Background: an optimization exercise with open tools, aiming at small area and a short achievable clock period. Do not read the settings as production practice. RTL that was checked went through simulation tests only; none was proved equivalent to the original. Only the layout flow was run in runs 1, 4 and 5; the RTL was not checked for function there. Power figures rest on the tool's default switching activity, not on a simulated workload. The flow treats the clock pin as an ideal source, which a real chip does not have.

===== flow/run.sh =====
#!/bin/bash
# Standard ORFS layout with fast port buffers and no CTS dummy loads.
set -euo pipefail
bash standard.sh \
  "BUFFER_PORTS_ARGS=-buffer_cell sky130_fd_sc_hd__buf_2" \
  "CTS_ARGS=-sink_clustering_enable -repair_clock_nets -dont_use_dummy_load -sink_clustering_size 30 -sink_clustering_max_diameter 200" \
  "SETUP_SLACK_MARGIN=6" \
  finish > standard.log 2>&1

===== standard.sh =====
#!/bin/bash
# synth_recipe.tcl (not shown) runs the flow's synth.tcl, then flattens the netlist and writes it again
# the make line also repeats each setting of config.mk as NAME=value (left out here)
make -C /OpenROAD-flow-scripts/flow DESIGN_CONFIG=/design/flow/config.mk WORK_HOME=/design/flow/orfs CLKGATE_MAP_FILE= SYNTH_SCRIPT=/design/flow/synth_recipe.tcl "${@:-finish}"

===== config.mk =====
export PLATFORM = sky130hd
export DESIGN_NAME = video_ctrl_top
export DESIGN_NICKNAME = video_ctrl_top
export VERILOG_FILES = /design/flow/design.v
export SDC_FILE = /design/flow/constraint.sdc
export NUM_CORES = 4
export LEC_CHECK = 0
export CAP_MARGIN = 20
export CORE_MARGIN = 2
export CORE_UTILIZATION = 40
export SETUP_SLACK_MARGIN = 5
export SLEW_MARGIN = 20

===== constraint.sdc =====
create_clock -name core_clock -period 9.0 [get_ports {clk}]
set_input_delay 1.8000 -clock core_clock [delete_from_list [all_inputs] [get_ports {clk}]]
set_output_delay 1.8000 -clock core_clock [all_outputs]
set_load 0.01 [all_outputs]

===== design.v =====
package video_pkg;
    localparam int COORD_W = 13;               
    localparam int PCNT_W  = 6;                
    localparam int ADDR_W  = 32;
    localparam int DATA_W  = 32;
    localparam logic [ADDR_W-1:0] REG_CTRL    = 32'h0000_0000;
    localparam logic [ADDR_W-1:0] REG_H1      = 32'h0000_0028;
    localparam logic [ADDR_W-1:0] REG_H2      = 32'h0000_0030;
    localparam logic [ADDR_W-1:0] REG_V1      = 32'h0000_0038;
    localparam logic [ADDR_W-1:0] REG_V2      = 32'h0000_0040;
    localparam logic [ADDR_W-1:0] REG_BASE    = 32'h0000_0048;
    localparam logic [ADDR_W-1:0] REG_LINEINC = 32'h0000_0050;
    localparam int CTRL_EN_BIT  = 3;           
    localparam int CTRL_PCNT_LO = 4;           
    localparam int FIFO_DEPTH  = 16;
    localparam int FIFO_AW     = $clog2(FIFO_DEPTH);
    localparam int FREE_W      = $clog2(FIFO_DEPTH + 1);
    localparam int MEM_CREDITS = 4;
    localparam int CRED_W      = $clog2(MEM_CREDITS + 1);
    typedef struct packed {
        logic [7:0] r;                         
        logic [7:0] g;                         
        logic [7:0] b;                         
    } rgb_t;
    typedef struct packed {
        logic              en;
        logic [PCNT_W-1:0] pcnt;               
    } ctrl_cfg_t;
    typedef struct packed {
        logic [COORD_W-1:0] size;              
        logic [COORD_W-1:0] sync_start;
        logic [COORD_W-1:0] sync_end;          
        logic [COORD_W-1:0] total;
    } axis_cfg_t;
    typedef struct packed {
        logic [ADDR_W-1:0] base_address;
        logic [ADDR_W-1:0] lineinc;            
    } fetch_cfg_t;
    typedef struct packed {
        logic hsync;
        logic hblank;
        logic vsync;
        logic vblank;
    } sync_t;
    localparam sync_t SYNC_IDLE = 4'b0101;   
endpackage
import video_pkg::*;
module video_regs (
    input  logic                           clk,
    input  logic                           reset_n,
    input  logic                           reg_wr,
    input  logic [video_pkg::ADDR_W-1:0]   reg_addr,
    input  logic [video_pkg::DATA_W-1:0]   reg_wdata,
    output video_pkg::ctrl_cfg_t           ctrl_cfg,
    output video_pkg::axis_cfg_t           h_cfg,      
    output video_pkg::axis_cfg_t           v_cfg,      
    output video_pkg::fetch_cfg_t          fetch_cfg
);
    logic [DATA_W-1:0]  wdata;
    logic [COORD_W-1:0] lo_field;
    logic [COORD_W-1:0] lo_m1;
    logic [COORD_W-1:0] hi_field;
    logic               wr_ctrl, wr_h1, wr_h2, wr_v1, wr_v2, wr_base, wr_lineinc;
    assign wdata    = reset_n ? reg_wdata : '0;
    assign lo_field = wdata[COORD_W-1:0];
    assign hi_field = wdata[2*COORD_W-1:COORD_W];
    assign lo_m1    = reg_wdata[COORD_W-1:0] - 1'b1;
    assign wr_ctrl    = !reset_n || (reg_wr && reg_addr == REG_CTRL);
    assign wr_h1      = !reset_n || (reg_wr && reg_addr == REG_H1);
    assign wr_h2      = !reset_n || (reg_wr && reg_addr == REG_H2);
    assign wr_v1      = !reset_n || (reg_wr && reg_addr == REG_V1);
    assign wr_v2      = !reset_n || (reg_wr && reg_addr == REG_V2);
    assign wr_base    = !reset_n || (reg_wr && reg_addr == REG_BASE);
    assign wr_lineinc = !reset_n || (reg_wr && reg_addr == REG_LINEINC);
    always_ff @(posedge clk or negedge reset_n) begin
        if (!reset_n) begin
            ctrl_cfg.en <= 1'b0;
        end else if (reg_wr && reg_addr == REG_CTRL) begin
            ctrl_cfg.en <= reg_wdata[CTRL_EN_BIT];
        end
    end
    always_ff @(posedge clk) begin
        if (wr_ctrl) begin
            ctrl_cfg.pcnt <= wdata[CTRL_PCNT_LO +: PCNT_W];
        end
        if (wr_h1) begin
            h_cfg.total <= reset_n ? lo_m1 : '1;
            h_cfg.size  <= hi_field;
        end
        if (wr_h2) begin
            h_cfg.sync_end   <= lo_field;
            h_cfg.sync_start <= hi_field;
        end
        if (wr_v1) begin
            v_cfg.total <= reset_n ? lo_m1 : '1;
            v_cfg.size  <= hi_field;
        end
        if (wr_v2) begin
            v_cfg.sync_end   <= lo_field;
            v_cfg.sync_start <= hi_field;
        end
        if (wr_base) begin
            fetch_cfg.base_address <= wdata;
        end
        if (wr_lineinc) begin
            fetch_cfg.lineinc <= wdata;
        end
    end
endmodule
import video_pkg::*;
module video_timing (
    input  logic                           clk,
    input  logic                           reset_n,
    input  video_pkg::ctrl_cfg_t           ctrl_cfg,
    input  video_pkg::axis_cfg_t           h_cfg,      
    input  video_pkg::axis_cfg_t           v_cfg,      
    output logic                           pix_tick,
    output logic                           active,
    output logic                           fetch_line,
    output logic                           line_step,   
    output logic                           line_wrap,   
    output video_pkg::sync_t               sync
);
    logic [PCNT_W-1:0]  pdiv;                  
    logic [COORD_W-1:0] hcnt;
    logic [COORD_W-1:0] hcnt_new;
    logic [COORD_W-1:0] vsrc;                  
    logic               vs;                    
    logic [COORD_W-1:0] fy;                    
    logic [COORD_W-1:0] fy_new;
    logic               h_last;                
    logic               hb;                    
    logic               heq;                   
    logic               vb;                    
    logic               nld;                   
    logic               fy_last;               
    logic               heq_new;
    logic               en;
    assign en = ctrl_cfg.en;
    assign pix_tick = en && (pdiv >= ctrl_cfg.pcnt);
    assign active = en && !hb && !vb;
    assign fetch_line = pix_tick && heq && nld;
    assign hcnt_new = (!en || h_last) ? '0 : hcnt + 1'b1;
    assign heq_new  = (hcnt_new == h_cfg.size);
    assign line_step = !en || (pix_tick && h_last);
    assign line_wrap = en ? fy_last : (v_cfg.total == '0);
    assign vsrc      = en ? fy : '0;
    assign fy_new    = line_wrap ? '0 : (en ? fy + 1'b1 : COORD_W'(1));
    always_ff @(posedge clk) begin
        if (!en || pix_tick) begin
            pdiv <= '0;
        end else begin
            pdiv <= pdiv + 1'b1;
        end
    end
    always_ff @(posedge clk) begin
        if (!en || pix_tick) begin
            hcnt   <= hcnt_new;
            h_last <= (hcnt_new == h_cfg.total);
            heq    <= heq_new;
            hb     <= heq_new || (en && !h_last && hb);
        end
    end
    always_ff @(posedge clk) begin
        if (line_step) begin
            vs      <= (vsrc >= v_cfg.sync_start) && (vsrc < v_cfg.sync_end);
            fy      <= fy_new;
            fy_last <= (fy_new == v_cfg.total);
            nld     <= (fy_new < v_cfg.size);
            vb      <= en ? !nld : (v_cfg.size == '0);
        end
    end
    always_ff @(posedge clk or negedge reset_n) begin
        if (!reset_n) begin
            sync <= SYNC_IDLE;
        end else if (!en) begin
            sync <= SYNC_IDLE;
        end else begin
            sync.hblank <= hb;
            sync.hsync  <= (hcnt >= h_cfg.sync_start) && (hcnt < h_cfg.sync_end);
            sync.vblank <= vb;
            sync.vsync  <= vs;
        end
    end
endmodule
import video_pkg::*;
module line_fetch (
    input  logic                           clk,
    input  logic                           reset_n,
    input  video_pkg::fetch_cfg_t          fetch_cfg,
    input  video_pkg::axis_cfg_t           h_cfg,
    input  logic                           en,
    input  logic                           fetch_line,
    input  logic                           line_step,
    input  logic                           line_wrap,
    output logic                           mem_req,
    output logic [video_pkg::ADDR_W-1:0]   mem_addr,
    input  logic                           mem_credit,
    input  logic                           mem_rsp_valid,
    input  logic [video_pkg::DATA_W-1:0]   mem_rsp_data,
    output logic                           fifo_wr,
    output video_pkg::rgb_t                fifo_wdata,
    input  logic                           fifo_pop
);
    logic [COORD_W-1:0] remaining;             
    logic [ADDR_W-1:0]  line_off;              
    logic               first;                 
    logic [CRED_W-1:0]  credits;
    logic [FREE_W-1:0]  free_slots;            
    logic               issue;
    logic [CRED_W-1:0]  cred_inc, cred_dec;
    logic [FREE_W-1:0]  free_inc, free_dec;
    always_comb begin
        for (int i = 0; i < CRED_W; i++) begin
            cred_inc[i] = credits[i] ^ ((i == 0) ? 1'b1 : &(credits | ~CRED_W'((1 << i) - 1)));
            cred_dec[i] = credits[i] ^ ((i == 0) ? 1'b1 : ~|(credits & CRED_W'((1 << i) - 1)));
        end
        for (int i = 0; i < FREE_W; i++) begin
            free_inc[i] = free_slots[i] ^ ((i == 0) ? 1'b1 : &(free_slots | ~FREE_W'((1 << i) - 1)));
            free_dec[i] = free_slots[i] ^ ((i == 0) ? 1'b1 : ~|(free_slots & FREE_W'((1 << i) - 1)));
        end
    end
    assign issue = !fetch_line && (remaining != '0) && (credits != '0) &&
                   (free_slots != '0);
    always_ff @(posedge clk or negedge reset_n) begin
        if (!reset_n) begin
            mem_req    <= 1'b0;
            remaining  <= '0;
            credits    <= CRED_W'(MEM_CREDITS);
            free_slots <= FREE_W'(FIFO_DEPTH);
        end else begin
            mem_req    <= issue;
            if (issue && !mem_credit) begin
                credits <= cred_dec;
            end else if (!issue && mem_credit) begin
                credits <= cred_inc;
            end
            if (issue && !fifo_pop) begin
                free_slots <= free_dec;
            end else if (!issue && fifo_pop) begin
                free_slots <= free_inc;
            end
            if (fetch_line) begin
                remaining <= h_cfg.size;
            end else if (issue) begin
                remaining <= remaining - 1'b1;
            end
        end
    end
    logic [ADDR_W-1:0]  line_sum;
    logic [ADDR_W-1:0]  line_start;
    prefix_add32 i_line_sum (.a(line_off), .b(fetch_cfg.lineinc), .s(line_sum));
    prefix_add32 i_line_start (.a(fetch_cfg.base_address), .b(line_off), .s(line_start));
    always_ff @(posedge clk) begin
        if (line_step) begin
            line_off <= line_wrap ? '0 : (en ? line_sum : fetch_cfg.lineinc);
        end
    end
    always_ff @(posedge clk) begin
        if (fetch_line) begin
            mem_addr <= line_start;
            first    <= 1'b1;
        end else if (issue) begin
            first    <= 1'b0;
            if (!first) begin
                mem_addr <= mem_addr + ADDR_W'(4);
            end
        end
    end
    assign fifo_wr    = mem_rsp_valid;
    assign fifo_wdata = mem_rsp_data[23:0];    
endmodule
module prefix_add32 (
    input  logic [31:0] a,
    input  logic [31:0] b,
    output logic [31:0] s
);
    logic [32*6-1:0] g;                        
    logic [32*6-1:0] p;                        
    assign g[31:0] = a & b;
    assign p[31:0] = a ^ b;
    for (genvar l = 0; l < 5; l++) begin : level
        for (genvar i = 0; i < 32; i++) begin : bit_i
            if ((i >> l) & 1) begin : merge
                localparam int J = ((i >> l) << l) - 1;
                assign g[32*(l+1)+i] = g[32*l+i] | (p[32*l+i] & g[32*l+J]);
                assign p[32*(l+1)+i] = p[32*l+i] & p[32*l+J];
            end else begin : pass
                assign g[32*(l+1)+i] = g[32*l+i];
                assign p[32*(l+1)+i] = p[32*l+i];
            end
        end
    end
    assign s = p[31:0] ^ {g[32*5+30:32*5], 1'b0};
endmodule
import video_pkg::*;
module pixel_fifo (
    input  logic            clk,
    input  logic            reset_n,
    input  logic            wr,
    input  video_pkg::rgb_t wdata,
    input  logic            pop,
    output video_pkg::rgb_t rdata,
    output logic            empty
);
    logic [23:0]      mem [0:FIFO_DEPTH-1];    
    logic [FIFO_AW:0] wr_ptr;                  
    logic [FIFO_AW:0] rd_ptr;
    always_ff @(posedge clk or negedge reset_n) begin
        if (!reset_n) begin
            wr_ptr <= '0;
            rd_ptr <= '0;
        end else begin
            if (wr) begin
                wr_ptr <= wr_ptr + 1'b1;
            end
            if (pop && !empty) begin
                rd_ptr <= rd_ptr + 1'b1;
            end
        end
    end
    always_ff @(posedge clk) begin
        if (wr) begin
            mem[wr_ptr[FIFO_AW-1:0]] <= wdata;
        end
    end
    assign rdata = mem[rd_ptr[FIFO_AW-1:0]];   
    assign empty = (wr_ptr == rd_ptr);
endmodule
module pixel_output (
    input  logic            clk,
    input  logic            reset_n,
    input  logic            pix_tick,
    input  logic            active,
    input  logic            fifo_empty,
    input  video_pkg::rgb_t fifo_rdata,
    output logic            pop,
    output video_pkg::rgb_t rgb
);
    assign pop = pix_tick && active && !fifo_empty;
    always_ff @(posedge clk or negedge reset_n) begin
        if (!reset_n) begin
            rgb <= '0;
        end else if (active && !fifo_empty) begin
            rgb <= fifo_rdata;
        end else begin
            rgb <= '0;                         
        end
    end
endmodule
import video_pkg::*;
module video_ctrl_top (
    input  logic                           clk,
    input  logic                           reset_n,
    input  logic                           reg_wr,
    input  logic [video_pkg::ADDR_W-1:0]   reg_addr,
    input  logic [video_pkg::DATA_W-1:0]   reg_wdata,
    output logic                           mem_req,
    output logic [video_pkg::ADDR_W-1:0]   mem_addr,
    input  logic                           mem_credit,
    input  logic                           mem_rsp_valid,
    input  logic [video_pkg::DATA_W-1:0]   mem_rsp_data,
    output logic [3:0]                     sync,     
    output logic [23:0]                    rgb       
);
    video_pkg::ctrl_cfg_t          ctrl_cfg;
    video_pkg::axis_cfg_t          h_cfg;
    video_pkg::axis_cfg_t          v_cfg;
    video_pkg::fetch_cfg_t         fetch_cfg;
    logic               pix_tick;
    logic               active;
    logic               fetch_line;
    logic               line_step;
    logic               line_wrap;
    logic               fifo_wr;
    video_pkg::rgb_t               fifo_wdata;
    logic               fifo_pop;              
    video_pkg::rgb_t               fifo_rdata;
    logic               fifo_empty;
    video_regs i_video_regs (
        .clk       (clk),
        .reset_n   (reset_n),
        .reg_wr    (reg_wr),
        .reg_addr  (reg_addr),
        .reg_wdata (reg_wdata),
        .ctrl_cfg  (ctrl_cfg),
        .h_cfg     (h_cfg),
        .v_cfg     (v_cfg),
        .fetch_cfg (fetch_cfg)
    );
    video_timing i_video_timing (
        .clk        (clk),
        .reset_n    (reset_n),
        .ctrl_cfg   (ctrl_cfg),
        .h_cfg      (h_cfg),
        .v_cfg      (v_cfg),
        .pix_tick   (pix_tick),
        .active     (active),
        .fetch_line (fetch_line),
        .line_step  (line_step),
        .line_wrap  (line_wrap),
        .sync       (sync)
    );
    line_fetch i_line_fetch (
        .clk           (clk),
        .reset_n       (reset_n),
        .fetch_cfg     (fetch_cfg),
        .h_cfg         (h_cfg),
        .en            (ctrl_cfg.en),
        .fetch_line    (fetch_line),
        .line_step     (line_step),
        .line_wrap     (line_wrap),
        .mem_req       (mem_req),
        .mem_addr      (mem_addr),
        .mem_credit    (mem_credit),
        .mem_rsp_valid (mem_rsp_valid),
        .mem_rsp_data  (mem_rsp_data),
        .fifo_wr       (fifo_wr),
        .fifo_wdata    (fifo_wdata),
        .fifo_pop      (fifo_pop)
    );
    pixel_fifo i_pixel_fifo (
        .clk     (clk),
        .reset_n (reset_n),
        .wr      (fifo_wr),
        .wdata   (fifo_wdata),
        .pop     (fifo_pop),
        .rdata   (fifo_rdata),
        .empty   (fifo_empty)
    );
    pixel_output i_pixel_output (
        .clk        (clk),
        .reset_n    (reset_n),
        .pix_tick   (pix_tick),
        .active     (active),
        .fifo_empty (fifo_empty),
        .fifo_rdata (fifo_rdata),
        .pop        (fifo_pop),
        .rgb        (rgb)
    );
endmodule

==> results of run 1 <==
-- stage by stage --
step | utilization | hold WS (ps) | power [mW] | instance area [um^2]
floorplan | - | 429.7 | 4.603 | 33000
global placement | 0.4343 | 451.1 | 4.854 | 34980
detailed placement | 0.4357 | 467.9 | 4.901 | 35090
CTS | 0.4582 | 485.5 | 6.461 | 36910
global route | 0.4672 | 506.0 | 6.694 | 37630
finish | 0.4672 | 476.7 | 6.451 | 37630
-- where the power goes --
part           switching [mW]  internal (mW)
combinational           0.522          0.362
sequential              0.105           3.93
clock                   0.971          0.561
-- synth_stat cells, types with 22 or more instances --
| cell type | instances |
|---|---|
| dfrtp_1 | 57 |
| ha_1 | 146 |
| nand2b_1 | 27 |
| clkbuf_1 | 34 |
| nand3_1 | 48 |
| a21o_1 | 47 |
| xor2_1 | 74 |
| o21ai_0 | 48 |
| nor2_1 | 133 |
| inv_1 | 117 |
| xnor2_1 | 88 |
| nand2_1 | 94 |
| mux4_2 | 120 |
| a21oi_1 | 62 |
| and2_1 | 52 |
| nor3_1 | 27 |
| buf_1 | 22 |
| nor2b_1 | 32 |
| edfxtp_1 | 655 |
-- kinds of logic (layout without fill, tap and decap cells) --
group	Yosys count	after routing	share of synthesized area
compound gates	242	244	0.05078
xor+xnor	162	162	0.04359
fa+ha+maj	156	156	0.06227
buf+inv	179	431	0.02079
flops	723	723	0.6556
mux	144	145	0.09064
other cells	0	2	0
simple gates	494	494	0.07634
-- metal layers --
layer / wire length, um / GRT usage / vias to the layer above
met2: 40320 / 0.3281 / 391
met1: 33370 / 0.2412 / 9425
met4: 1448 / 0.03441 / 12
met3: 3014 / 0.02079 / 82
met5: 80 / 0 / -
li1: - / - / 8423
-- worst max path at each step --
stage / slack [ps] / start / to
global route: 5750 / i_video_timing.fy[0]$_DFFE_PP_ / i_video_timing.nld$_DFFE_PP_
finish: 5820 / reg_addr[1] / i_video_regs.v_cfg[25]$_DFFE_PP_
floorplan: 5020 / reg_addr[21] / i_video_regs.v_cfg[13]$_DFFE_PP_
CTS: 5760 / i_video_regs.v_cfg[12]$_DFFE_PP_ / i_video_timing.nld$_DFFE_PP_
detailed placement: 4940 / i_video_regs.ctrl_cfg[6]$_DFFE_PN0P_ / i_video_timing.nld$_DFFE_PP_
global placement: 4950 / i_video_regs.ctrl_cfg[6]$_DFFE_PN0P_ / i_video_timing.nld$_DFFE_PP_
-- registers in the layout (all words and copies together), names as in the netlist, 3 cells and up --
signal / cells
i_video_regs.fetch_cfg: 64
i_pixel_fifo.wr_ptr: 5
i_line_fetch.credits: 3
i_line_fetch.line_off: 32
i_video_timing.sync: 4
i_video_timing.pdiv: 6
i_line_fetch.remaining: 13
i_video_regs.v_cfg: 52
i_line_fetch.mem_addr: 32
i_video_regs.ctrl_cfg: 7
i_line_fetch.free_slots: 5
i_video_regs.h_cfg: 52
i_pixel_fifo.mem: 384
i_video_timing.fy: 13
i_pixel_fifo.rd_ptr: 5
i_video_timing.hcnt: 13
i_pixel_output.rgb: 24
-- final cells by class --
class | instances | share of cell area
Timing Repair Buffer | 284 | 0.06526
Clock buffer | 28 | 0.01862
Sequential cell | 723 | 0.5673
Inverter | 119 | 0.01217
Multi-Input combinational cell | 1201 | 0.3012
Tap cell | 1060 | 0.03524
Antenna cell | 2 | 0.0001330
-- repair_timing --
action                     CTS  global route
gates resized for setup     85            55
cloned                      10             3
pin swaps                   43            58
setup endpoints to repair  397           270
buffers inserted            62            34
==> summary.txt, run 1 <==
cell depth of the worst flop-to-flop path=12; total number of vias=18330; Max rail drop VDD=0.1367 mV; # clock sinks=723; Via-to-Cell Ratio=5.365; biggest area consumer among synthesized cells=edfxtp_1; fill count=6884; fin crit share=0.3533; pre-CTS setup slack=4943 ps; Netlist Area Pre-Place=32550 um^2; Die Footprint=83680 um^2; leading register cell type out of synthesis=edfxtp_1; initial core utilization=0.4041; Yosys warnings=5; synthesis-to-layout area growth=15.62%; Final Max Tran Viols=0; R2R setup slack=5920 ps; global-route usage over all layers=0.1830; Die Height=289.3 um; Critical Path RT=9320 ps; Seq. cell area=21350 um^2; Routed WL=78230 um; hold endpoint=i_line_fetch.credits[0]$_DFFE_PN0P_; Final Hold Fails=0; max frequency=0.3145 GHz; hold_sp=i_line_fetch.credits[0]$_DFFE_PN0P_; CP Max Fanout=7; CTS Hold Bufs=0; buffer and inverter count on the worst path=4; # setup viols final=0; relative slew slack=0.2437; PnR worst setup slack=5820 ps; Reg-to-Reg Start=i_line_fetch.line_off[0]$_SDFFCE_PP0P_; H-Tree Depth=1; CP cell instances=buf_2, nor4_1, nand2_1, or4_4, o31ai_4, buf_6, buf_6, buf_12; arrival time worst endpoint=3500 ps; initial antenna violation count=12; post-DP HPWL=47490 um; Area contributors post-synth=edfxtp_1, mux4_2, ha_1; average routed wire per standard cell=22.89 um; Inst Count DP=3275; worst-margin pin slew=1132 ps; Netlist cell types=76; Worst setup EP type=flip-flop; R2R Path End=i_line_fetch.line_off[31]$_SDFFCE_PP0P_; Leak Pwr=13.69 nW; hold path cells=1; outcome=no timing/DRC/antenna violations; Die Span X=289.3 um; Seq/Total Area, Yosys=0.6556; FF+latch count, synth=723; Worst Hold Class=flip-flop to flip-flop; CTS tree=yes; post-route setup TNS=0 ps; multi-input combinational cell area=11340 um^2; Worst path slowest cell=or4_4; Nets=2614; Startpoint Class=primary input; RSZ-0062 raised after global routing=yes; delay of the slowest critical-path stage=550 ps; port bufs=153; total grt overflow=0; Synth async-reset ratio=0.08437; drt first-iter violations=1475; num ports=162; syn_nets=2357; commonest cells after routing, fill and taps aside=edfxtp_1, ha_1, buf_2; DRC Markers=0; vias in the first global route=18690; Worst Setup Path Type=primary input to flip-flop; largest net degree at the start of global routing=53; Synth top area share=0.6042; Skew-Pair Late Insertion Delay=640 ps; cell mode on critical path=buf_6; Clock Skew=61.02 ps; power per cell area=171.4 nW/um^2; Cells after Synth=2100; 1st-pass router iterations=5; CTS clk-pin slew, worst paths=120 ps; commonest non-fill, non-tap cell in the layout=edfxtp_1; worst-case clock buffer depth=3; Std-Cell Rows=104; first-pass GRT wire length=114700 um; post-route ant nets=0; GPL Wtd Cong=0.8317; critical path's top delay family=simple AND/OR/NAND/NOR gates; CTS Root Cell=clkbuf_16; number of flops mapped to enable cells by yosys=655; post-layout min period=3180 ps; Max-Cap Viols=0; Core Area=80550 um^2; layout cells sized above 1=0.2412; Mean Syn Cell Area=15.50 um^2; Final Non-Filler Cells=3417; critical path depth=8; Num CTS Buffers=28
==> inputs of run 2 (changes only) <==
--- a/design.v
+++ b/design.v
@@ -210,16 +210,18 @@
     logic               issue;
     logic [CRED_W-1:0]  cred_inc, cred_dec;
     logic [FREE_W-1:0]  free_inc, free_dec;
-    always_comb begin
-        for (int i = 0; i < CRED_W; i++) begin
-            cred_inc[i] = credits[i] ^ ((i == 0) ? 1'b1 : &(credits | ~CRED_W'((1 << i) - 1)));
-            cred_dec[i] = credits[i] ^ ((i == 0) ? 1'b1 : ~|(credits & CRED_W'((1 << i) - 1)));
-        end
-        for (int i = 0; i < FREE_W; i++) begin
-            free_inc[i] = free_slots[i] ^ ((i == 0) ? 1'b1 : &(free_slots | ~FREE_W'((1 << i) - 1)));
-            free_dec[i] = free_slots[i] ^ ((i == 0) ? 1'b1 : ~|(free_slots & FREE_W'((1 << i) - 1)));
-        end
-    end
+    assign cred_inc = {credits[2] ^ (credits[1] & credits[0]),
+                       credits[1] ^ credits[0], ~credits[0]};
+    assign cred_dec = {credits[2] ^ ~(credits[1] | credits[0]),
+                       credits[1] ^ ~credits[0], ~credits[0]};
+    assign free_inc = {free_slots[4] ^ (&free_slots[3:0]),
+                       free_slots[3] ^ (&free_slots[2:0]),
+                       free_slots[2] ^ (&free_slots[1:0]),
+                       free_slots[1] ^ free_slots[0], ~free_slots[0]};
+    assign free_dec = {free_slots[4] ^ ~(|free_slots[3:0]),
+                       free_slots[3] ^ ~(|free_slots[2:0]),
+                       free_slots[2] ^ ~(|free_slots[1:0]),
+                       free_slots[1] ^ ~free_slots[0], ~free_slots[0]};
     assign issue = !fetch_line && (remaining != '0) && (credits != '0) &&
                    (free_slots != '0);
     always_ff @(posedge clk or negedge reset_n) begin
==> flow/run.sh (replaced) <==
#!/bin/bash
# Standard ORFS layout with fast port buffers and no CTS dummy loads.
set -euo pipefail
bash standard.sh \
  "BUFFER_PORTS_ARGS=-buffer_cell sky130_fd_sc_hd__buf_2" \
  "CTS_ARGS=-sink_clustering_enable -repair_clock_nets -dont_use_dummy_load -sink_clustering_size 24 -sink_clustering_max_diameter 150" \
  "SETUP_SLACK_MARGIN=5.8" \
  finish > standard.log 2>&1
--- a/config.mk
+++ b/config.mk
@@ -7,6 +7,7 @@
 export LEC_CHECK = 0
 export CAP_MARGIN = 20
 export CORE_MARGIN = 2
-export CORE_UTILIZATION = 40
+export CORE_UTILIZATION = 60
+export PLACE_DENSITY = 0.7
 export SETUP_SLACK_MARGIN = 5
 export SLEW_MARGIN = 20
==> run 2 against run 1 <==
First-iteration DRC count grew 2.5%. Clock skew decreased by 9.0 ps. Non-clock buffer count down 97. Sequential share of layout area rose by 3.0 points. Sequential power about the same. Final cell count is 12% lower. Via count up 0.51%. Synthesized cell count is 1.6% higher. Power is 0.18% higher. Clock power increased by 12%. Critical path type is now flip-flop to flip-flop.
==> summary.txt, run 2 <==
Mean Syn Cell Area=15.32 um^2 (was 15.50 um^2); drt first-iter violations=1512 (was 1475); list of most frequent post-synthesis cells=edfxtp_1, ha_1, mux4_2 (was edfxtp_1, ha_1, nor2_1); Via-to-Cell Ratio=6.154 (was 5.365); post-layout min period=3337 ps (was 3180 ps); pre-CTS setup slack=4773 ps (was 4943 ps); R2R setup slack=5660 ps (was 5920 ps); port bufs=153 (unchanged); delay of the slowest critical-path stage=470 ps (was 550 ps); max reg flops=384 (unchanged); cell depth of the worst flop-to-flop path=16 (was 12); Netlist cell types=71 (was 76); global-route usage over all layers=0.2680 (was 0.1830); Cells after Synth=2133 (was 2100); post-route setup TNS=0 ps (unchanged); Std-Cell Rows=85 (was 104); Final Hold Fails=0 (unchanged); PnR worst setup slack=5663 ps (was 5820 ps); FF+latch count, synth=723 (unchanged); worst-case clock buffer depth=3 (unchanged); average routed wire per standard cell=24.77 um (was 22.89 um); total grt overflow=0 (unchanged); Yosys warnings=5 (unchanged); Routed WL=74170 um (was 78230 um); leading register cell type out of synthesis=edfxtp_1 (unchanged); commonest non-fill, non-tap cell in the layout=edfxtp_1 (unchanged); Startpoint Class=flip-flop (was primary input); Leak Pwr=13.03 nW (was 13.69 nW); post-route ant nets=0 (unchanged); layout cells sized above 1=0.1885 (was 0.2412); arrival time worst endpoint=3830 ps (was 3500 ps); fin crit share=0.3708 (was 0.3533); Power Total=6.462 mW (was 6.451 mW); CTS Hold Bufs=0 (unchanged); Seq/Total Area, Yosys=0.6529 (was 0.6556); synthesis-to-layout area growth=9.367% (was 15.62%); biggest area consumer among synthesized cells=edfxtp_1 (unchanged); Reg-to-Reg Start=i_video_regs.ctrl_cfg[0]$_DFFE_PP_ (was i_line_fetch.line_off[0]$_SDFFCE_PP0P_); Synth top area share=0.6018 (was 0.6042); H-Tree Depth=2 (was 1); # setup viols final=0 (unchanged); RSZ-0062 raised after global routing=yes (unchanged); buffer and inverter count on the worst path=3 (was 4); largest net degree at the start of global routing=82 (was 53); 1st-pass router iterations=5 (unchanged); first-pass GRT wire length=112200 um (was 114700 um); initial core utilization=0.6074 (was 0.4041); initial antenna violation count=4 (was 12); Netlist Area Pre-Place=32690 um^2 (was 32550 um^2); CTS Root Cell=clkbuf_16 (unchanged); Die Footprint=56360 um^2 (was 83680 um^2); DRC Markers=0 (unchanged); GPL Wtd Cong=0.8835 (was 0.8317); hold_sp=i_video_timing.vs$_DFFE_PP_ (was i_line_fetch.credits[0]$_DFFE_PN0P_); hold path cells=1 (unchanged); Clock Skew=52.04 ps (was 61.02 ps); Worst path slowest cell=or4b_4 (was or4_4); Core Area=53810 um^2 (was 80550 um^2); Skew-Pair Late Insertion Delay=590 ps (was 640 ps); CTS tree=yes (unchanged); Num CTS Buffers=36 (was 28); Area contributors post-synth=edfxtp_1, mux4_2, ha_1 (unchanged); relative slew slack=0.3629 (was 0.2437); CP Max Fanout=4 (was 7); power per cell area=180.8 nW/um^2 (was 171.4 nW/um^2); CP cell instances=ha_1, nand2b_1, a21o_1, a21o_1, a21oi_2, o21a_1, buf_12, or2_4, clkinvlp_4, buf_12, nor2_4, ha_4, or4b_4, mux2_4, nor2_4, xor2_1 (was buf_2, nor4_1, nand2_1, or4_4, o31ai_4, buf_6, buf_6, buf_12); commonest cells after routing, fill and taps aside=edfxtp_1, buf_2, ha_1 (was edfxtp_1, ha_1, buf_2); Final Max Tran Viols=0 (unchanged); R2R Path End=i_line_fetch.free_slots[4]$_DFFE_PN1P_ (was i_line_fetch.line_off[31]$_SDFFCE_PP0P_); Synth async-reset ratio=0.08437 (unchanged); Worst Hold Class=flip-flop to flip-flop (unchanged); syn_nets=2385 (was 2357); Critical Path RT=9490 ps (was 9320 ps); # clock sinks=723 (unchanged); number of flops mapped to enable cells by yosys=655 (unchanged); total number of vias=18430 (was 18330); Worst Setup Path Type=flip-flop to flip-flop (was primary input to flip-flop); worst-margin pin slew=955.6 ps (was 1132 ps); CTS clk-pin slew, worst paths=100 ps (was 120 ps); post-DP HPWL=45590 um (was 47490 um); most common cell in the netlist=edfxtp_1 (unchanged); hold endpoint=i_video_timing.sync[1]$_DFF_PN0_ (was i_line_fetch.credits[0]$_DFFE_PN0P_); critical path's top delay family=simple AND/OR/NAND/NOR gates (unchanged); Max rail drop VDD=0.2075 mV (was 0.1367 mV); max frequency=0.2997 GHz (was 0.3145 GHz); Max-Cap Viols=0 (unchanged); Die Span X=237.4 um (was 289.3 um); outcome=no timing/DRC/antenna violations (unchanged); Nets=2551 (was 2614); Die Height=237.4 um (was 289.3 um); num ports=162 (unchanged); Worst setup EP type=flip-flop (unchanged); vias in the first global route=18710 (was 18690)
run 2: cell count changes in the layout (fill, tap and decap cells not counted), sizes merged, moves of 11 or more:
cell	change
a21o	-15
and2	+11
buf	-95
nand2	+23
nor2	-23
o21ai	+15
run 2: cells by family after synthesis:
family | count (synthesis) | synth area share
multiplexers | 150 | 0.09218
buffers and inverters | 178 | 0.02113
AND/OR/NAND/NOR | 517 | 0.08108
adder cells (fa/ha/maj) | 151 | 0.06010
flip-flops | 723 | 0.6529
AO/OA/AOI/OAI | 247 | 0.04785
XOR/XNOR | 167 | 0.04475
run 2: layout make-up:
class / count / area (um^2)
Clock buffer: 36 / 900.9
Multi-Input combinational cell: 1236 / 11010
Antenna cell: 1 / 2.502
Inverter: 115 / 435.4
Timing Repair Buffer: 187 / 1172
Tap cell: 696 / 870.8
Fill cell: 3723 / 18070
Sequential cell: 723 / 21350
run 2: metal layers:
layer	part of all wire	vias up	GRT usage
li1	-	8372	-
met1	0.40	9389	0.3519
met2	0.52	525	0.4698
met3	0.049	134	0.03159
met4	0.033	6	0.08977
met5	0.00038	-	0
run 2: repair_timing:
item | 4_1_cts | 5_1_grt
setup endpoints to repair | 303 | 196
pin swaps | 10 | 12
buffers inserted | 12 | 4
hold endpoints to repair | 0 | 0
resized for setup | 25 | 25
gates cloned | 6 | 0
run 2: through the flow:
| step | std cells | utilization | hold slack [ps] | area [um^2] |
|---|---|---|---|---|
| 2_1_floorplan | 2133 | - | 407.0 | 32880 |
| 3_3_place_gp | 2935 | 0.6392 | 420.7 | 34400 |
| 3_5_place_dp | 2935 | 0.6392 | 429.9 | 34400 |
| 4_1_cts | 2989 | 0.6616 | 472.2 | 35610 |
| 5_1_grt | 2994 | 0.6643 | 505.9 | 35750 |
| 6_report | 2994 | 0.6643 | 468.1 | 35750 |
run 2: worst max-delay path by stage:
| stage | from | to | depth (start not counted) |
|---|---|---|---|
| finish | i_video_regs.ctrl_cfg[0]$_DFFE_PP_ | i_line_fetch.free_slots[4]$_DFFE_PN1P_ | 16 |
| global route | i_video_regs.ctrl_cfg[0]$_DFFE_PP_ | i_line_fetch.free_slots[4]$_DFFE_PN1P_ | 16 |
| CTS | i_video_regs.ctrl_cfg[0]$_DFFE_PP_ | i_line_fetch.free_slots[4]$_DFFE_PN1P_ | 16 |
| detailed placement | reset_n | i_video_regs.fetch_cfg[59]$_DFFE_PP_ | 3 |
| global placement | reset_n | i_video_regs.fetch_cfg[58]$_DFFE_PP_ | 3 |
| floorplan | reg_addr[11] | i_video_regs.h_cfg[0]$_DFFE_PP_ | 5 |
run 2: power by group:
part / switching [mW] / internal [mW]
Clock: 0.987 / 0.719
Sequential: 0.0969 / 3.93
Combinational: 0.459 / 0.270
Total: 1.54 / 4.92
==> inputs of run 3 (changes only) <==
--- a/flow/run.sh
+++ b/flow/run.sh
@@ -4,5 +4,5 @@
 bash standard.sh \
   "BUFFER_PORTS_ARGS=-buffer_cell sky130_fd_sc_hd__buf_2" \
   "CTS_ARGS=-sink_clustering_enable -repair_clock_nets -dont_use_dummy_load -sink_clustering_size 24 -sink_clustering_max_diameter 150" \
-  "SETUP_SLACK_MARGIN=5.8" \
+  "SETUP_SLACK_MARGIN=6" \
   finish > standard.log 2>&1
--- a/config.mk
+++ b/config.mk
@@ -7,7 +7,6 @@
 export LEC_CHECK = 0
 export CAP_MARGIN = 20
 export CORE_MARGIN = 2
-export CORE_UTILIZATION = 60
-export PLACE_DENSITY = 0.7
+export CORE_UTILIZATION = 40
 export SETUP_SLACK_MARGIN = 5
 export SLEW_MARGIN = 20
==> run 3 against run 2 <==
Critical path depth is 15 lower. Sequential share of layout area fell by 2.5 points. Still clean. Global-route usage fell by 7.9 points. Clock skew rose by 64 ps. Worst hold slack worse by 48 ps. Register-to-register slack improved by 220 ps. Via count grew 2.8%. Critical path type is now flip-flop to primary output. Core utilization shrank 20 points. Setup slack better by 210 ps. Count of clock-buffer cells in the layout did not move.
==> summary.txt, run 3 <==
outcome=no timing/DRC/antenna violations (unchanged); post-route setup TNS=0 ps (unchanged); global-route usage over all layers=0.1894 (was 0.2680); Clock Skew=115.7 ps (was 52.04 ps); Skew-Pair Late Insertion Delay=610 ps (was 590 ps); critical path's top delay family=flip-flops (was simple AND/OR/NAND/NOR gates); worst hold slack=420.2 ps (was 468.1 ps); Worst setup EP type=primary output (was flip-flop); max frequency=0.3195 GHz (was 0.2997 GHz); Max rail drop VDD=0.1602 mV (was 0.2075 mV); Startpoint Class=flip-flop (unchanged); num ports=162 (unchanged); Area contributors post-synth=edfxtp_1, mux4_2, ha_1 (unchanged); Cells after Synth=2133 (unchanged); port bufs=153 (unchanged); Netlist Area Pre-Place=32690 um^2 (unchanged); max reg flops=384 (unchanged); commonest cells after routing, fill and taps aside=edfxtp_1, buf_2, ha_1 (unchanged); synthesis-to-layout area growth=14.08% (was 9.367%); average routed wire per standard cell=23.84 um (was 24.77 um); Final Hold Fails=0 (unchanged); Critical Path RT=7200 ps (was 9490 ps); Via-to-Cell Ratio=5.520 (was 6.154); CTS Hold Bufs=0 (unchanged); arrival time worst endpoint=1330 ps (was 3830 ps); RSZ-0062 raised after global routing=yes (unchanged); Worst Hold Class=flip-flop to flip-flop (unchanged); DRC Markers=0 (unchanged); # clock sinks=723 (unchanged); fin crit share=0.3478 (was 0.3708); Synth top area share=0.6018 (unchanged); leading register cell type out of synthesis=edfxtp_1 (unchanged); Die Footprint=84020 um^2 (was 56360 um^2); worst-case clock buffer depth=3 (unchanged); Die Span X=289.9 um (was 237.4 um); Finished Core Util=0.4622 (was 0.6643); Std-Cell Rows=104 (was 85); CP cell instances=buf_6 (was ha_1, nand2b_1, a21o_1, a21o_1, a21oi_2, o21a_1, buf_12, or2_4, clkinvlp_4, buf_12, nor2_4, ha_4, or4b_4, mux2_4, nor2_4, xor2_1); Leak Pwr=13.50 nW (was 13.03 nW); initial core utilization=0.4051 (was 0.6074); # setup viols final=0 (unchanged); GPL Wtd Cong=0.8466 (was 0.8835); syn_nets=2385 (unchanged); R2R setup slack=5880 ps (was 5660 ps); number of flops mapped to enable cells by yosys=655 (unchanged); Nets=2626 (was 2551); most common cell in the netlist=edfxtp_1 (unchanged); Worst path slowest cell=dfstp_2 (was or4b_4); Core Area=80680 um^2 (was 53810 um^2); relative slew slack=0.3995 (was 0.3629); Netlist cell types=71 (unchanged); commonest non-fill, non-tap cell in the layout=edfxtp_1 (unchanged); drt first-iter violations=1633 (was 1512); total grt overflow=0 (unchanged); CTS tree=yes (unchanged); Mean Syn Cell Area=15.32 um^2 (unchanged); post-DP HPWL=48090 um (was 45590 um); Final Max Tran Viols=0 (unchanged); first-pass GRT wire length=120200 um (was 112200 um); FF+latch count, synth=723 (unchanged); post-layout min period=3130 ps (was 3337 ps); layout cells sized above 1=0.2298 (was 0.1885); Synth async-reset ratio=0.08437 (unchanged); H-Tree Depth=2 (unchanged); CTS Root Cell=clkbuf_16 (unchanged); biggest area consumer among synthesized cells=edfxtp_1 (unchanged); largest net degree at the start of global routing=69 (was 82); Die Height=289.9 um (was 237.4 um); post-route ant nets=0 (unchanged); vias in the first global route=19290 (was 18710); delay of the slowest critical-path stage=600 ps (was 470 ps); Num CTS Buffers=36 (unchanged); power per cell area=175.4 nW/um^2 (was 180.8 nW/um^2); list of most frequent post-synthesis cells=edfxtp_1, ha_1, mux4_2 (unchanged); Seq/Total Area, Yosys=0.6529 (unchanged); initial antenna violation count=8 (was 4); worst-margin pin slew=898.6 ps (was 955.6 ps); Routed WL=81840 um (was 74170 um); Max-Cap Viols=0 (unchanged); Yosys warnings=5 (unchanged); CP Max Fanout=1 (was 4); Worst Setup Path Type=flip-flop to primary output (was flip-flop to flip-flop); total number of vias=18950 (was 18430); CTS clk-pin slew, worst paths=100 ps (about the same); buffer and inverter count on the worst path=1 (was 3); 1st-pass router iterations=5 (unchanged)
run 3: area by class of cell:
type                            instances  area, um^2
Fill cell                            6998       43390
Timing Repair inverter                  2       17.52
Tap cell                             1060        1326
Inverter                              115       444.2
Antenna cell                            1       2.502
Multi-Input combinational cell       1243       11480
Timing Repair Buffer                  253        1767
Sequential cell                       723       21350
Clock buffer                           36       900.9
run 3: path summary, 6_finish.rpt:
kind	from	to	cells past startpoint
setup / recovery	i_video_timing.sync[2]$_DFF_PN1_	sync[2]	1
hold / removal	i_video_timing.pdiv[0]$_SDFF_PP0_	i_video_timing.pdiv[0]$_SDFF_PP0_	1
setup reg to reg	i_video_regs.ctrl_cfg[0]$_DFFE_PP_	i_line_fetch.free_slots[4]$_DFFE_PN1P_	14
hold reg to reg	i_video_timing.pdiv[0]$_SDFF_PP0_	i_video_timing.pdiv[0]$_SDFF_PP0_	1
max in group asynchronous	reset_n	i_line_fetch.credits[2]$_DFFE_PN1P_	2
min in group asynchronous	reset_n	i_video_timing.sync[1]$_DFF_PN0_	1
run 3: kinds of logic (layout without fill, tap and decap cells):
kind of cell	count (synthesis)	in the layout	synth area share
xor gates and xnor gates	167	167	0.04475
DFF	723	723	0.6529
and+or+nand+nor	517	525	0.08108
adders and majority gates	151	151	0.06010
muxes	150	150	0.09218
buffers and inverters	178	406	0.02113
other	0	1	0
AOI/OAI and AO/OA	247	250	0.04785
run 3: what timing repair did:
action / 4_1_cts / 5_1_grt
pin swaps: 26 / 42
gates resized for setup: 67 / 63
cloned: 8 / 9
endpoints found under the setup margin: 308 / 209
setup buffers: 52 / 31
run 3: power by group:
part	internal (mW)	total [mW]	switching [mW]
Clock	0.720	1.73	1.01
Combinational	0.301	0.784	0.483
Sequential	3.93	4.02	0.0966
Total	4.95	6.54	1.59
run 3: through the flow:
| step | worst slack (ps) | power, mW | std cells | cell area (um^2) |
|---|---|---|---|---|
| CTS | 5750 | 6.560 | 3392 | 36610 |
| floorplan | 5458 | 4.536 | 2133 | 32930 |
| finish | 5870 | 6.539 | 3433 | 37290 |
| detailed placement | 4854 | 4.827 | 3296 | 34860 |
| global placement | 4879 | 4.790 | 3296 | 34860 |
| global route | 5769 | 6.790 | 3433 | 37290 |
run 3: layer usage:
metal | routed length, um | GRT usage | part of all wire | up-vias
met5 | 39 | 0 | 0.00048 | -
met2 | 40310 | 0.3268 | 0.49 | 506
met3 | 3715 | 0.02328 | 0.045 | 128
li1 | - | - | - | 8536
met4 | 2342 | 0.05183 | 0.029 | 8
met1 | 35430 | 0.2534 | 0.43 | 9771
==> inputs of run 4 (changes only) <==
--- a/design.v
+++ b/design.v
@@ -170,18 +170,29 @@
             vb      <= en ? !nld : (v_cfg.size == '0);
         end
     end
+    logic hsync_q;
+    logic hblank_n;
+    logic vsync_q;
+    logic vblank_n;
     always_ff @(posedge clk or negedge reset_n) begin
         if (!reset_n) begin
-            sync <= SYNC_IDLE;
+            hsync_q    <= 1'b0;
+            hblank_n   <= 1'b0;
+            vsync_q    <= 1'b0;
+            vblank_n   <= 1'b0;
         end else if (!en) begin
-            sync <= SYNC_IDLE;
+            hsync_q    <= 1'b0;
+            hblank_n   <= 1'b0;
+            vsync_q    <= 1'b0;
+            vblank_n   <= 1'b0;
         end else begin
-            sync.hblank <= hb;
-            sync.hsync  <= (hcnt >= h_cfg.sync_start) && (hcnt < h_cfg.sync_end);
-            sync.vblank <= vb;
-            sync.vsync  <= vs;
+            hsync_q    <= (hcnt >= h_cfg.sync_start) && (hcnt < h_cfg.sync_end);
+            hblank_n   <= !hb;
+            vsync_q    <= vs;
+            vblank_n   <= !vb;
         end
     end
+    assign sync = {hsync_q, !hblank_n, vsync_q, !vblank_n};
 endmodule
 import video_pkg::*;
 module line_fetch (
@@ -305,29 +316,42 @@
     output video_pkg::rgb_t rdata,
     output logic            empty
 );
-    logic [23:0]      mem [0:FIFO_DEPTH-1];    
-    logic [FIFO_AW:0] wr_ptr;                  
-    logic [FIFO_AW:0] rd_ptr;
+    logic [23:0]           mem [0:FIFO_DEPTH-1];    
+    logic [FIFO_DEPTH-1:0] wr_oh;                   
+    logic [FIFO_DEPTH-1:0] rd_oh;                   
+    logic                  wr_wrap;
+    logic                  rd_wrap;
     always_ff @(posedge clk or negedge reset_n) begin
         if (!reset_n) begin
-            wr_ptr <= '0;
-            rd_ptr <= '0;
+            wr_oh   <= FIFO_DEPTH'(1);
+            rd_oh   <= FIFO_DEPTH'(1);
+            wr_wrap <= 1'b0;
+            rd_wrap <= 1'b0;
         end else begin
             if (wr) begin
-                wr_ptr <= wr_ptr + 1'b1;
+                wr_oh   <= {wr_oh[FIFO_DEPTH-2:0], wr_oh[FIFO_DEPTH-1]};
+                wr_wrap <= wr_wrap ^ wr_oh[FIFO_DEPTH-1];
             end
             if (pop && !empty) begin
-                rd_ptr <= rd_ptr + 1'b1;
+                rd_oh   <= {rd_oh[FIFO_DEPTH-2:0], rd_oh[FIFO_DEPTH-1]};
+                rd_wrap <= rd_wrap ^ rd_oh[FIFO_DEPTH-1];
             end
         end
     end
     always_ff @(posedge clk) begin
-        if (wr) begin
-            mem[wr_ptr[FIFO_AW-1:0]] <= wdata;
+        for (int i = 0; i < FIFO_DEPTH; i++) begin
+            if (wr && wr_oh[i]) begin
+                mem[i] <= wdata;
+            end
+        end
+    end
+    always_comb begin
+        rdata = '0;
+        for (int i = 0; i < FIFO_DEPTH; i++) begin
+            rdata = rdata | (mem[i] & {24{rd_oh[i]}});
         end
     end
-    assign rdata = mem[rd_ptr[FIFO_AW-1:0]];   
-    assign empty = (wr_ptr == rd_ptr);
+    assign empty = (|(wr_oh & rd_oh)) && (wr_wrap == rd_wrap);
 endmodule
 module pixel_output (
     input  logic            clk,
==> run 4 against run 3 <==
Cell area rose by 0.33%. Still clean on timing, DRC and antenna. Sequential share of layout area rose by 1.5 points. Clock skew fell by 13 ps. First-iteration DRC count fell by 3.9%.
==> summary.txt, run 4 <==
power per cell area=173.0 nW/um^2 (was 175.4 nW/um^2); FF+latch count, synth=747 (was 723); synthesis-to-layout area growth=15.59% (was 14.08%); Cells after Synth=2250 (was 2133); Std-Cell Rows=104 (unchanged); delay of the slowest critical-path stage=480 ps (was 600 ps); Cell Area, Placed=34490 um^2 (was 34860 um^2); max reg flops=384 (unchanged); initial core utilization=0.4031 (was 0.4051); arrival time worst endpoint=3700 ps (was 1330 ps); most common cell in the netlist=edfxtp_1 (unchanged); post-layout min period=3198 ps (was 3130 ps); biggest area consumer among synthesized cells=edfxtp_1 (unchanged); RSZ-0062 raised after global routing=yes (unchanged); post-DP HPWL=48670 um (was 48090 um); commonest cells after routing, fill and taps aside=edfxtp_1, buf_2, ha_1 (unchanged); fin crit share=0.3553 (was 0.3478); max frequency=0.3127 GHz (was 0.3195 GHz); Skew-Pair Late Insertion Delay=640 ps (was 610 ps); total number of vias=20020 (was 18950); post-route ant nets=0 (unchanged); DRC Markers=0 (unchanged); Synth top area share=0.6077 (was 0.6018); Via-to-Cell Ratio=5.618 (was 5.520); Leak Pwr=13.63 nW (was 13.50 nW); Synth async-reset ratio=0.1138 (was 0.08437); Final Hold Fails=0 (unchanged); H-Tree Depth=2 (unchanged); Die Footprint=83210 um^2 (was 84020 um^2); Startpoint Class=flip-flop (unchanged); n_diodes=0 (was 1); Critical Path RT=9500 ps (was 7200 ps); Max rail drop VDD=0.1388 mV (was 0.1602 mV); drt first-iter violations=1570 (was 1633); Worst setup EP type=flip-flop (was primary output); post-route setup TNS=0 ps (unchanged); CTS Hold Bufs=0 (unchanged); Num CTS Buffers=37 (was 36); largest net degree at the start of global routing=67 (was 69); Inst Count DP=3396 (was 3296); syn_nets=2497 (was 2385); fin area=37410 um^2 (was 37290 um^2); Nets=2752 (was 2626); Max-Cap Viols=0 (unchanged); pre-CTS setup slack=4978 ps (was 4854 ps); outcome=no timing/DRC/antenna violations (unchanged); Worst path slowest cell=or4_4 (was dfstp_2); vias in the first global route=19960 (was 19290); Worst Setup Path Type=flip-flop to flip-flop (was flip-flop to primary output); average routed wire per standard cell=24.70 um (was 23.84 um); CTS clk-pin slew, worst paths=100 ps (about the same); Clock Skew=103.1 ps (was 115.7 ps); layout cells sized above 1=0.2018 (was 0.2298); Worst Hold Class=flip-flop to flip-flop (unchanged); leading register cell type out of synthesis=edfxtp_1 (unchanged); fill count=6997 (was 6998); total grt overflow=0 (unchanged); Die Span X=288.5 um (was 289.9 um); Final Max Tran Viols=0 (unchanged); # setup viols final=0 (unchanged); num ports=162 (unchanged); Finished Core Util=0.4660 (was 0.4622); Yosys warnings=6 (was 5); CTS tree=yes (unchanged); first-pass GRT wire length=125800 um (was 120200 um); CP Max Fanout=3 (was 1); list of most frequent post-synthesis cells=edfxtp_1, ha_1, nor2_1 (was edfxtp_1, ha_1, mux4_2); GPL Wtd Cong=0.8176 (was 0.8466); CP cell instances=or3_4, nor3_4, nand2b_1, or2_1, or4_4, o21a_1, o31ai_4, inv_4, ha_4, nor2b_4, nand3_2, mux2_4, nor2_4, xor2_1 (was buf_6); PnR worst setup slack=5802 ps (was 5870 ps); hold_sp=i_video_timing.vb$_DFFE_PP_ (was i_video_timing.pdiv[0]$_SDFF_PP0_); Routed WL=88010 um (was 81840 um); relative slew slack=0.3695 (was 0.3995); initial antenna violation count=8 (unchanged); Area contributors post-synth=edfxtp_1, dfrtp_1, ha_1 (was edfxtp_1, mux4_2, ha_1); 1st-pass router iterations=5 (unchanged); global-route usage over all layers=0.2038 (was 0.1894); worst-case clock buffer depth=3 (unchanged); Mean Syn Cell Area=14.39 um^2 (was 15.32 um^2); Netlist Area Pre-Place=32370 um^2 (was 32690 um^2); Seq/Total Area, Yosys=0.6779 (was 0.6529); Die Height=288.5 um (was 289.9 um); Core Area=80290 um^2 (was 80680 um^2); port bufs=153 (unchanged); worst-margin pin slew=942.2 ps (was 898.6 ps); Final Non-Filler Cells=3563 (was 3433); CTS Root Cell=clkbuf_16 (unchanged); Reg-to-Reg Start=i_line_fetch.remaining[3]$_DFFE_PN0P_ (was i_video_regs.ctrl_cfg[0]$_DFFE_PP_); commonest non-fill, non-tap cell in the layout=edfxtp_1 (unchanged); # clock sinks=747 (was 723); Netlist cell types=68 (was 71); number of flops mapped to enable cells by yosys=655 (unchanged); crit path from=i_line_fetch.remaining[3]$_DFFE_PN0P_ (was i_video_timing.sync[2]$_DFF_PN1_)
==> run 4: changes by cell type in the layout (fill, tap and decap cells not counted), sizes merged, moves of 24 or more <==
cell / before / now
mux4: 120 / 0
and3: 11 / 38
a221oi: 3 / 75
a22oi: 0 / 54
mux2: 8 / 32
nor2b: 40 / 12
dfrtp: 57 / 81
buf: 249 / 290
a22o: 0 / 76
==> run 4: routing by layer <==
metal | vias up | wire [um] | GRT usage | part of all wire
met3 | 123 | 6281 | 0.03515 | 0.071
met1 | 10190 | 37090 | 0.2803 | 0.42
met5 | - | 70 | 0 | 0.00080
li1 | 9020 | - | - | -
met4 | 10 | 2140 | 0.05065 | 0.024
met2 | 674 | 42420 | 0.3366 | 0.48
==> run 4: area by class of cell <==
cell class                      instances  area [um^2]  share of cell area
Timing Repair inverter                  1        7.507           0.0002007
Inverter                              109        425.4             0.01137
Timing Repair Buffer                  294         2331             0.06231
Sequential cell                       747        21990              0.5878
Tap cell                             1060         1326             0.03545
Multi-Input combinational cell       1315        10410              0.2781
Clock buffer                           37        925.9             0.02475
==> run 4: path summary, 6_finish.rpt <==
path                                                                to  slack [ps]  cells past startpoint
worst max-delay path            i_line_fetch.free_slots[4]$_DFFE_PN1P_        5800                     14
worst min-delay path                 i_video_timing.vblank_n$_DFF_PN0_         420                      1
worst max register to register  i_line_fetch.free_slots[4]$_DFFE_PN1P_        5800                     14
worst min register to register       i_video_timing.vblank_n$_DFF_PN0_         420                      1
max in group asynchronous         i_video_regs.ctrl_cfg[6]$_DFFE_PN0P_        7040                      2
min in group asynchronous             i_pixel_output.rgb[14]$_DFF_PN0_        1060                      1
==> run 4: repair_timing <==
item                                    CTS  global route
pin swaps                                37            35
gates resized for setup                  78           100
buffers inserted                         83            36
cloned                                    4             7
endpoints found under the setup margin  369           434
==> run 4: critical path: cells and delay by family, from the launching register on <==
kind,cells,cell delay [ps]
mux,1,290
simple gates,8,1730
compound gates,2,310
fa+ha+maj,1,190
xor+xnor,1,130
buf+inv,1,80
flops,1,410
==> run 4: where the power goes <==
group / internal [mW] / switching (mW) / total (mW)
combinational: 0.256 / 0.382 / 0.639
clock: 0.739 / 1.05 / 1.78
sequential: 3.97 / 0.0835 / 4.05
total: 4.96 / 1.51 / 6.47
==> run 4: kinds of logic after synthesis <==
logic type                 share of synthesized area
DFF                                           0.6779
muxes                                        0.01577
buffers and inverters                        0.02273
AOI/OAI and AO/OA                             0.1035
and+or+nand+nor                              0.07538
xor gates and xnor gates                     0.04600
adders and majority gates                    0.05876
==> run 4: per-stage QoR <==
step	total power, mW	hold slack, ps
4_1_cts	6.448	422.0
3_3_place_gp	4.642	406.5
3_5_place_dp	4.671	416.2
5_1_grt	6.692	443.3
6_report	6.472	416.9
2_1_floorplan	4.447	385.2
==> inputs of run 5 (changes only) <==
--- a/config.mk
+++ b/config.mk
@@ -7,6 +7,7 @@
 export LEC_CHECK = 0
 export CAP_MARGIN = 20
 export CORE_MARGIN = 2
-export CORE_UTILIZATION = 40
+export CORE_UTILIZATION = 60
+export PLACE_DENSITY = 0.7
 export SETUP_SLACK_MARGIN = 5
 export SLEW_MARGIN = 20
==> run 5 against run 4 <==
Clock power is essentially flat. First-iteration DRC count grew 14%. Register-to-register slack gained 30 ps. Largest cell class unchanged. Still clean. Flip-flop and latch count is the same. Clock skew shrank 47 ps. Core utilization grew 22 points. Count of clock-buffer cells in the layout is the same. Routed wire length shrank 5.0%.
==> summary.txt, run 5 <==
leading register cell type out of synthesis=edfxtp_1 (unchanged); initial core utilization=0.6039 (was 0.4031); vias in the first global route=19870 (was 19960); FF+latch count, synth=747 (unchanged); synthesis-to-layout area growth=13.84% (was 15.59%); Die Footprint=55820 um^2 (was 83210 um^2); Num CTS Buffers=37 (unchanged); critical path's top delay family=simple AND/OR/NAND/NOR gates (unchanged); port bufs=153 (unchanged); Core Area=53600 um^2 (was 80290 um^2); Seq. cell area=21960 um^2 (was 21990 um^2); Max rail drop VDD=0.2295 mV (was 0.1388 mV); most common cell in the netlist=edfxtp_1 (unchanged); Worst Hold Class=flip-flop to flip-flop (unchanged); RSZ-0062 raised after global routing=yes (unchanged); drt first-iter violations=1786 (was 1570); Leak Pwr=13.59 nW (was 13.63 nW); 1st-pass router iterations=7 (was 5); post-route ant nets=0 (unchanged); number of flops mapped to enable cells by yosys=655 (unchanged); CP Max Fanout=3 (unchanged); n_diodes=0 (unchanged); PnR worst setup slack=5831 ps (was 5802 ps); crit path from=i_line_fetch.remaining[5]$_DFFE_PN0P_ (was i_line_fetch.remaining[3]$_DFFE_PN0P_); # setup viols final=0 (unchanged); Mean Syn Cell Area=14.39 um^2 (unchanged); delay of the slowest critical-path stage=490 ps (was 480 ps); outcome=no timing/DRC/antenna violations (unchanged); commonest non-fill, non-tap cell in the layout=edfxtp_1 (unchanged); H-Tree Depth=2 (unchanged); total number of vias=20230 (was 20020); Yosys warnings=6 (unchanged); post-layout min period=3169 ps (was 3198 ps); layout cells sized above 1=0.2010 (was 0.2018); fin crit share=0.3521 (was 0.3553); Std-Cell Rows=85 (was 104); commonest cells after routing, fill and taps aside=edfxtp_1, buf_2, ha_1 (unchanged); Reg-to-Reg Start=i_line_fetch.remaining[5]$_DFFE_PN0P_ (was i_line_fetch.remaining[3]$_DFFE_PN0P_); CTS clk-pin slew, worst paths=90 ps (was 100 ps); Seq/Total Area, Yosys=0.6779 (unchanged); Synth async-reset ratio=0.1138 (unchanged); initial antenna violation count=2 (was 8); max frequency=0.3156 GHz (was 0.3127 GHz); hold_sp=i_video_timing.vb$_DFFE_PP_ (unchanged); Worst path slowest cell=or4_4 (unchanged); GPL Wtd Cong=0.8840 (was 0.8176); arrival time worst endpoint=3650 ps (was 3700 ps); hold path cells=1 (unchanged); Die Span X=236.3 um (was 288.5 um); biggest area consumer among synthesized cells=edfxtp_1 (unchanged); # clock sinks=747 (unchanged); post-DP HPWL=46290 um (was 48670 um); DRC Markers=0 (unchanged); list of most frequent post-synthesis cells=edfxtp_1, ha_1, nor2_1 (unchanged); CTS Root Cell=clkbuf_16 (unchanged); CTS tree=yes (unchanged); pre-CTS setup slack=4949 ps (was 4978 ps); Nets=2741 (was 2752); CP cell instances=or3_4, nor3_4, nand2b_1, or2_1, or4_4, o21a_1, o31ai_4, inv_4, ha_4, nor2b_4, nand3_2, mux2_4, nor2_4, xor2_1 (unchanged); max reg flops=384 (unchanged); multi-input combinational cell area=10420 um^2 (was 10410 um^2); Routed WL=83600 um (was 88010 um); Clock Skew=56.26 ps (was 103.1 ps); Skew-Pair Late Insertion Delay=600 ps (was 640 ps); power per cell area=175.2 nW/um^2 (was 173.0 nW/um^2); worst-case clock buffer depth=3 (unchanged); worst-margin pin slew=1031 ps (was 942.2 ps); Worst Setup Path Type=flip-flop to flip-flop (unchanged); syn_nets=2497 (unchanged); Worst setup EP type=flip-flop (unchanged); global-route usage over all layers=0.2897 (was 0.2038); buffer and inverter count on the worst path=1 (unchanged); Via-to-Cell Ratio=6.345 (was 5.618); num ports=162 (unchanged); average routed wire per standard cell=26.22 um (was 24.70 um); critical path depth=14 (unchanged); total grt overflow=0 (unchanged); Final Hold Fails=0 (unchanged); first-pass GRT wire length=119900 um (was 125800 um); Netlist cell types=68 (unchanged); fill count=3736 (was 6997); largest net degree at the start of global routing=85 (was 67); CTS Hold Bufs=0 (unchanged); Synth top area share=0.6077 (unchanged); Netlist Area Pre-Place=32370 um^2 (unchanged); Final Max Tran Viols=0 (unchanged); Startpoint Class=flip-flop (unchanged); Cells after Synth=2250 (unchanged); relative slew slack=0.3128 (was 0.3695); Critical Path RT=9480 ps (was 9500 ps); Die Height=236.3 um (was 288.5 um); Area contributors post-synth=edfxtp_1, dfrtp_1, ha_1 (unchanged); Max-Cap Viols=0 (unchanged); post-route setup TNS=0 ps (unchanged); cell depth of the worst flop-to-flop path=14 (unchanged)
## run 5: changes by cell type in the layout (fill, tap and decap cells not counted), sizes merged
cell / delta
inv: -1
clkinv: +2
buf: -16
bufbuf: +1
o21ai: -1
clkinvlp: +1
clkbuf: +3
## run 5: worst reg2reg max path: stages, from the launching register on
cell,delay (ps)
dfrtp_1,390
or3_4,410
nor3_4,140
nand2b_1,120
or2_1,280
or4_4,490
o21a_1,210
o31ai_4,90
inv_4,70
ha_4,180
nor2b_4,120
nand3_2,90
mux2_4,280
nor2_4,80
xor2_1,150
## run 5: final timing paths
kind / to / slack [ps]
worst max-delay path: i_line_fetch.free_slots[4]$_DFFE_PN1P_ / 5830
worst min-delay path: i_video_timing.vblank_n$_DFF_PN0_ / 430
worst max register to register: i_line_fetch.free_slots[4]$_DFFE_PN1P_ / 5830
worst min register to register: i_video_timing.vblank_n$_DFF_PN0_ / 430
max in group asynchronous: i_pixel_fifo.rd_oh[9]$_DFFE_PN0P_ / 6530
min in group asynchronous: i_video_timing.vsync_q$_DFF_PN0_ / 1280
## run 5: area by class of cell
| type | count | area share |
|---|---|---|
| repair inverters | 3 | 0.001460 |
| flip-flops and latches | 747 | 0.5960 |
| repair buffers | 282 | 0.05885 |
| inverters | 109 | 0.01209 |
| clock buffers | 37 | 0.02513 |
| multi-input cells | 1314 | 0.2828 |
| well taps | 696 | 0.02363 |
## run 5: repair_timing
item | in CTS | in global routing
buffers inserted | 61 | 39
gates resized for setup | 73 | 110
pin swaps | 44 | 48
gates cloned | 6 | 9
endpoints found under the setup margin | 322 | 312
## run 5: per-layer routing
metal  up-vias  part of all wire  routed length, um  track usage
li1       8995                 -                  -            -
met2       777              0.51              42360       0.5051
met5         -           0.00032                 27            0
met3       203             0.068               5655      0.03839
met4         4             0.046               3886       0.1239
met1     10250              0.38              31670       0.3664
## run 5: cell families after synthesis
logic type | synth area share
DFF | 0.6779
and+or+nand+nor | 0.07538
AOI/OAI and AO/OA | 0.1035
buffers and inverters | 0.02273
xor gates and xnor gates | 0.04600
adders and majority gates | 0.05876
muxes | 0.01577
## run 5: power breakdown
group          leakage, nW  internal (mW)  switching [mW]
Sequential            7.27           3.97          0.0816
Combinational         5.86          0.253           0.389
Clock                0.456          0.739            1.02
## run 5: stage by stage
stage                     hold WS (ps)  power, mW  cell area (um^2)    util  instances
after floorplan                  385.2      4.447             32570       -       2250
after global placement           450.4      4.645             34060  0.6355       3036
after detailed placement         438.5      4.671             34060  0.6355       3036
after CTS                        438.6      6.420             35920  0.6701       3140
after global routing             453.7      6.655             36850  0.6874       3188
final                            429.9      6.454             36850  0.6874       3188

## re-timing with driven ports
The results above use ideal ports. As a check the final layouts listed here were re-extracted and re-timed, cells and wires unchanged. Step 1 sets driving cells, clkbuf_16 on the clock port and buf_2 on the other inputs (assumed; they add their load-dependent delay and slew). Step 2 times the ports against the registers' clock, not the clock port: input delays grow and output delays shrink by t, the midpoint of the rising clock arrivals with the driver on. Slacks: ideal ports / drivers / drivers and shift; pairs: ideal ports / drivers.
| run | shift t [ns] | slack for setup (ns) | slew at the worst register clock pin (ns) | worst data-port slew with drivers (ns) |
|---|---|---|---|---|
| run 1 | 0.669 | 5.820 / 5.842 / 5.183 | 0.12 / 0.12 | 0.10 |
| run 2 | 0.627 | 5.663 / 5.663 / 5.277 | 0.10 / 0.10 | 0.08 |
| run 3 | 0.614 | 5.870 / 5.807 / 5.386 | 0.11 / 0.11 | 0.13 |
| run 4 | 0.657 | 5.802 / 5.802 / 5.374 | 0.11 / 0.11 | 0.11 |
| run 5 | 0.623 | 5.831 / 5.831 / 5.399 | 0.10 / 0.10 | 0.07 |
After both steps setup and hold are still met in every run listed. The setup slack of run 1, which loses most, moves by +0.022 ns with the drivers and by -0.637 ns with both steps.
